Context: an optimization exercise on an open-source flow, tuned for a short achievable clock period and few clock cycles. The choices shown serve that exercise and are no tape-out recipe. At most, simulation tests tie the RTL to the original design; equivalence was not proved. Power figures rest on the tool's default switching activity, not on a simulated workload.

## single_cycle_mips
module single_cycle_mips (
	input  logic                                clk,
	input  logic                                rst_n,
	output mips_pkg::word_t                     ir_addr,
	input  mips_pkg::word_t                     ir,
	input  mips_pkg::word_t                     read_data_mem,
	output logic                                cen,
	output logic                                wen,
	output logic                                oen,
	output logic [mips_pkg::dmem_addr_w-1:0]    a,
	output mips_pkg::word_t                     data_to_mem
);
make LEC_CHECK=0 CAP_MARGIN=40 CORE_MARGIN=2 CORE_UTILIZATION=52 SETUP_SLACK_MARGIN=5 SLEW_MARGIN=40 SYNTH_HIERARCHICAL=1 SYNTH_MINIMUM_KEEP_SIZE=0 TNS_END_PERCENT=5 finish   # period 8.0 ns
run.sh (not shown) runs the stock make flow with config.mk's settings and CLKGATE_MAP_FILE= SYNTH_SCRIPT=/design/flow/synth_recipe.tcl, a recipe that flattens the netlist after the stock synthesis.
The baseline went through all stages and came out clean.
Then changed:
--- a/flow/design.v
+++ b/flow/design.v
@@ -167,24 +167,48 @@
 				regs[i] <= '0;
 			end
 		end else begin
 			for (int i = 1; i < 32; i++) begin
 				if (wr_sel[i]) regs[i] <= wr_data;
 			end
 		end
 	end
-	always_comb begin
-		rs_data = '0;
-		rt_data = '0;
-		for (int i = 1; i < 32; i++) begin
-			rs_data = rs_data | ({word_w{rs_sel[i]}} & regs[i]);
-			rt_data = rt_data | ({word_w{rt_sel[i]}} & regs[i]);
-		end
-	end
+	logic [31:0] rs_sel_x, rt_sel_x;
+	assign rs_sel_x = {rs_sel, 1'b0};
+	assign rt_sel_x = {rt_sel, 1'b0};
+	mips_pkg::word_t rs_g [4], rt_g [4];
+	for (genvar g = 0; g < 4; g++) begin : g_grp
+		mips_pkg::word_t v [8];
+		for (genvar j = 0; j < 8; j++) begin : g_v
+			assign v[j] = (8*g + j == 0) ? '0 : regs[8*g + j];
+		end
+		rf_read8 u_rs (.sel ({rs_sel_x[8*g+7 -: 8]}), .v0 (v[0]), .v1 (v[1]), .v2 (v[2]), .v3 (v[3]),
+		               .v4 (v[4]), .v5 (v[5]), .v6 (v[6]), .v7 (v[7]), .q (rs_g[g]));
+		rf_read8 u_rt (.sel ({rt_sel_x[8*g+7 -: 8]}), .v0 (v[0]), .v1 (v[1]), .v2 (v[2]), .v3 (v[3]),
+		               .v4 (v[4]), .v5 (v[5]), .v6 (v[6]), .v7 (v[7]), .q (rt_g[g]));
+	end
+	assign rs_data  = rs_g[0] | rs_g[1] | rs_g[2] | rs_g[3];
+	assign rt_data  = rt_g[0] | rt_g[1] | rt_g[2] | rt_g[3];
+endmodule
+module rf_read8 (
+	input  logic [7:0]      sel,
+	input  mips_pkg::word_t v0,
+	input  mips_pkg::word_t v1,
+	input  mips_pkg::word_t v2,
+	input  mips_pkg::word_t v3,
+	input  mips_pkg::word_t v4,
+	input  mips_pkg::word_t v5,
+	input  mips_pkg::word_t v6,
+	input  mips_pkg::word_t v7,
+	output mips_pkg::word_t q
+);
+	assign q = ({word_w{sel[0]}} & v0) | ({word_w{sel[1]}} & v1) | ({word_w{sel[2]}} & v2) |
+	           ({word_w{sel[3]}} & v3) | ({word_w{sel[4]}} & v4) | ({word_w{sel[5]}} & v5) |
+	           ({word_w{sel[6]}} & v6) | ({word_w{sel[7]}} & v7);
 endmodule
 module zero_flags (
 	input  logic                clk,
 	input  logic                rst_n,
 	input  logic [31:1]         w_oh,      
 	input  mips_pkg::word_t     w_val,
 	input  logic                w_zk,
 	input  logic                w_zf,
@@ -611,27 +635,22 @@
 	assign zf_rs = rs0_z || ((d_rs_oh & zf_old) != '0);
 	assign zk_rt = ((d_rt_oh & ~zk_old) == '0);
 	assign zf_rt = rt0_z || ((d_rt_oh & zf_old) != '0);
 	logic x_zero, x_zknown, byp_rs, byp_rt;
 	assign x_zero   = x_load ? rdm_zero : x_sumzero;
 	assign x_zknown = x_load || x_isadd;
 	assign byp_rs   = d_bx_rs && x_v;
 	assign byp_rt   = d_bx_rt && x_v;
-	logic d_br, d_skip, d_same, d_early, d_zero, d_taken, d_unres;
-	logic k_rs, k_rt, z_rs, z_rt;
+	logic d_br, d_skip, d_zc, d_early, d_zero, d_taken, d_unres;
 	assign d_br    = dd_beq || dd_bne;
 	assign d_skip  = (d_ir[15:0] == '0);      
-	assign d_same  = (rs == rt);
-	assign k_rs    = byp_rs ? x_isadd : zk_rs;
-	assign k_rt    = byp_rt ? x_isadd : zk_rt;
-	assign z_rs    = byp_rs ? x_sumzero : zf_rs;
-	assign z_rt    = byp_rt ? x_sumzero : zf_rt;
-	assign d_early = d_same || (k_rs && k_rt && (z_rs || z_rt));
-	assign d_zero  = d_same || (z_rs && z_rt);   
+	assign d_zc    = (rs == '0) || (rt == '0);
+	assign d_early = d_zc && (byp_rs ? x_isadd : zk_rs) && (byp_rt ? x_isadd : zk_rt);
+	assign d_zero  = (byp_rs ? x_sumzero : zf_rs) && (byp_rt ? x_sumzero : zf_rt);
 	assign d_taken = dd_beq ? d_zero : !d_zero;
 	assign d_unres = d_br && !d_skip && !d_early;
 	assign d_redirect = d_v && !x_skip1 && d_br && !d_skip && d_early && (d_taken != d_pred);
 	assign d_target   = d_taken ? d_bt : d_pc4;
 	logic [8:0] addr_rf, addr_as, addr_ld, addr_lg, d_addr, cs_s, cs_c, x_lg;
 	logic       unused_c1, unused_c2, unused_c3, unused_c5;
 	logic [8:0] addr_r0, addr_w;
 	logic       unused_c6;
Result: Fmax came out higher by 2.0%; worst hold slack gets worse by 0.012 ns; utilization decreases by 0.74 points; combinational power went up by 64%; via count goes down by 0.32%.
Function was not checked in any run of this note: the RTL went through the layout flow alone.

* * *

single_cycle_mips, a different RTL version from the one above (not shown whole).
Size: about 140 I/O pins, roughly 96000 um^2 of cells after synthesis.
Settings: LEC_CHECK=0, CAP_MARGIN=40, CORE_MARGIN=2, CORE_UTILIZATION=52, SETUP_SLACK_MARGIN=5, SLEW_MARGIN=40, SYNTH_HIERARCHICAL=1, SYNTH_MINIMUM_KEEP_SIZE=0, TNS_END_PERCENT=5; clock period 8.0 ns.
The baseline completed with no timing, DRC or antenna violations.
Change:
--- a/flow/design.v
+++ b/flow/design.v
@@ -613,39 +613,44 @@
 	assign zf_rt = rt0_z || ((d_rt_oh & zf_old) != '0);
 	logic x_zero, x_zknown, byp_rs, byp_rt;
 	assign x_zero   = x_load ? rdm_zero : x_sumzero;
 	assign x_zknown = x_load || x_isadd;
 	assign byp_rs   = d_bx_rs && x_v;
 	assign byp_rt   = d_bx_rt && x_v;
 	logic d_br, d_skip, d_zc, d_early, d_zero, d_taken, d_unres;
 	assign d_br    = dd_beq || dd_bne;
 	assign d_skip  = (d_ir[15:0] == '0);      
 	assign d_zc    = (rs == '0) || (rt == '0);
-	assign d_early = d_zc && (byp_rs ? x_zknown : zk_rs) && (byp_rt ? x_zknown : zk_rt);
-	assign d_zero  = (byp_rs ? x_zero : zf_rs) && (byp_rt ? x_zero : zf_rt);
+	assign d_early = d_zc && (byp_rs ? x_isadd : zk_rs) && (byp_rt ? x_isadd : zk_rt);
+	assign d_zero  = (byp_rs ? x_sumzero : zf_rs) && (byp_rt ? x_sumzero : zf_rt);
 	assign d_taken = dd_beq ? d_zero : !d_zero;
 	assign d_unres = d_br && !d_skip && !d_early;
 	assign d_redirect = d_v && !x_skip1 && d_br && !d_skip && d_early && (d_taken != d_pred);
 	assign d_target   = d_taken ? d_bt : d_pc4;
 	logic [8:0] addr_rf, addr_as, addr_ld, addr_lg, d_addr, cs_s, cs_c, x_lg;
 	logic       unused_c1, unused_c2, unused_c3, unused_c5;
 	logic [8:0] addr_r0, addr_w;
 	logic       unused_c6;
-	ks_add #(.W(9)) u_addr_r0  (.a (rf_rs0[8:0]), .b (d_ir[8:0]), .cin (1'b0), .s (addr_r0), .cout (unused_c1));
-	ks_add #(.W(9)) u_addr_w   (.a (w_val[8:0]),  .b (d_ir[8:0]), .cin (1'b0), .s (addr_w),  .cout (unused_c6));
+	ks_add_nodes #(.W(9)) u_addr_r0  (.a (rf_rs0[8:0]), .b (d_ir[8:0]), .cin (1'b0), .s (addr_r0));
+	assign unused_c1 = 1'b0;
+	ks_add_nodes #(.W(9)) u_addr_w   (.a (w_val[8:0]),  .b (d_ir[8:0]), .cin (1'b0), .s (addr_w));
+	assign unused_c6 = 1'b0;
 	assign addr_rf = d_bw_rs ? addr_w : addr_r0;
 	assign cs_s = a_eff[8:0] ^ bx_eff[8:0] ^ d_ir[8:0];
 	assign cs_c = {(a_eff[7:0] & bx_eff[7:0]) | (a_eff[7:0] & d_ir[7:0]) | (bx_eff[7:0] & d_ir[7:0]), x_sub};
-	ks_add #(.W(9)) u_addr_as  (.a (cs_s), .b (cs_c), .cin (1'b0), .s (addr_as), .cout (unused_c2));
-	ks_add #(.W(9)) u_addr_ld  (.a (read_data_mem[8:0]), .b (d_ir[8:0]), .cin (1'b0), .s (addr_ld), .cout (unused_c3));
+	ks_add_nodes #(.W(9)) u_addr_as  (.a (cs_s), .b (cs_c), .cin (1'b0), .s (addr_as));
+	assign unused_c2 = 1'b0;
+	ks_add_nodes #(.W(9)) u_addr_ld  (.a (read_data_mem[8:0]), .b (d_ir[8:0]), .cin (1'b0), .s (addr_ld));
+	assign unused_c3 = 1'b0;
 	assign x_lg = x_sel[1] ? (a_eff[8:0] & b_eff[8:0]) : (a_eff[8:0] | b_eff[8:0]);
-	ks_add #(.W(9)) u_addr_lg  (.a (x_lg), .b (d_ir[8:0]), .cin (1'b0), .s (addr_lg), .cout (unused_c5));
+	ks_add_nodes #(.W(9)) u_addr_lg  (.a (x_lg), .b (d_ir[8:0]), .cin (1'b0), .s (addr_lg));
+	assign unused_c5 = 1'b0;
 	always_comb begin
 		if (!byp_rs)        d_addr = addr_rf;
 		else if (x_load)    d_addr = addr_ld;
 		else if (x_sel[0])  d_addr = addr_as;
 		else                d_addr = addr_lg;
 	end
 	logic d_stall, stall_r, stall_next, f_mem;
 	assign d_stall = d_v && stall_r;
 	assign f_mem   = (ir[31:26] == op_lw) || (ir[31:26] == op_sw);
 	assign stall_next = !d_stall && f_mem && (ir[25:21] != '0) && (ir[25:21] == dd_rd) &&
After rerunning:
- The changed run finished with timing, DRC and antenna clean
- non-clock buffer count climbs by 134
- clock skew goes down by 0.013 ns
- synthesized area rose by 0.81%
- core utilization climbs by 1.3 points
- first-iteration DRC count came out higher by 0.32%
- total power grows by 0.87%
- fmax is higher by 2.1%
- combinational power went up by 4.2%
Testbench counts after the change, summed over its fixed seeds: cycles 84,597.
No functional check of the RTL was part of the first run of this note.

## re-timing with driven ports
No port has a modelled driver above. Below, the same layouts with a new extraction and two added sets of constraints. Step 1, drivers: a clkbuf_16 drives clk and a buf_2 each remaining input, both assumed. Step 2 also shifts input and output timing later by t, the mid clock arrival at the registers, as if the neighbouring blocks saw the same clock. a / b / c = ideal ports / drivers / drivers and shift; a / b = the first two.
run | t (ns) | setup WS [ns] | hold slack, ns | pins driven straight from the clock port
the first run of note 1 | 0.936 | 3.886 / 3.746 / 3.160 | 0.373 / 0.373 / 0.373 | 1
the second run of note 1 | 0.946 | 3.965 / 3.562 / 3.120 | 0.361 / 0.361 / 0.361 | 1
the first run of note 2 | 0.950 | 3.979 / 3.979 / 3.246 | 0.370 / 0.370 / 0.370 | 1
the second run of note 2 | 0.954 | 4.062 / 3.940 / 3.361 | 0.361 / 0.361 / 0.361 | 1
After both steps setup and hold are still met in every run listed. The setup slack of the second run of note 1, which loses most, moves by -0.403 ns with the drivers and by -0.845 ns with both steps.
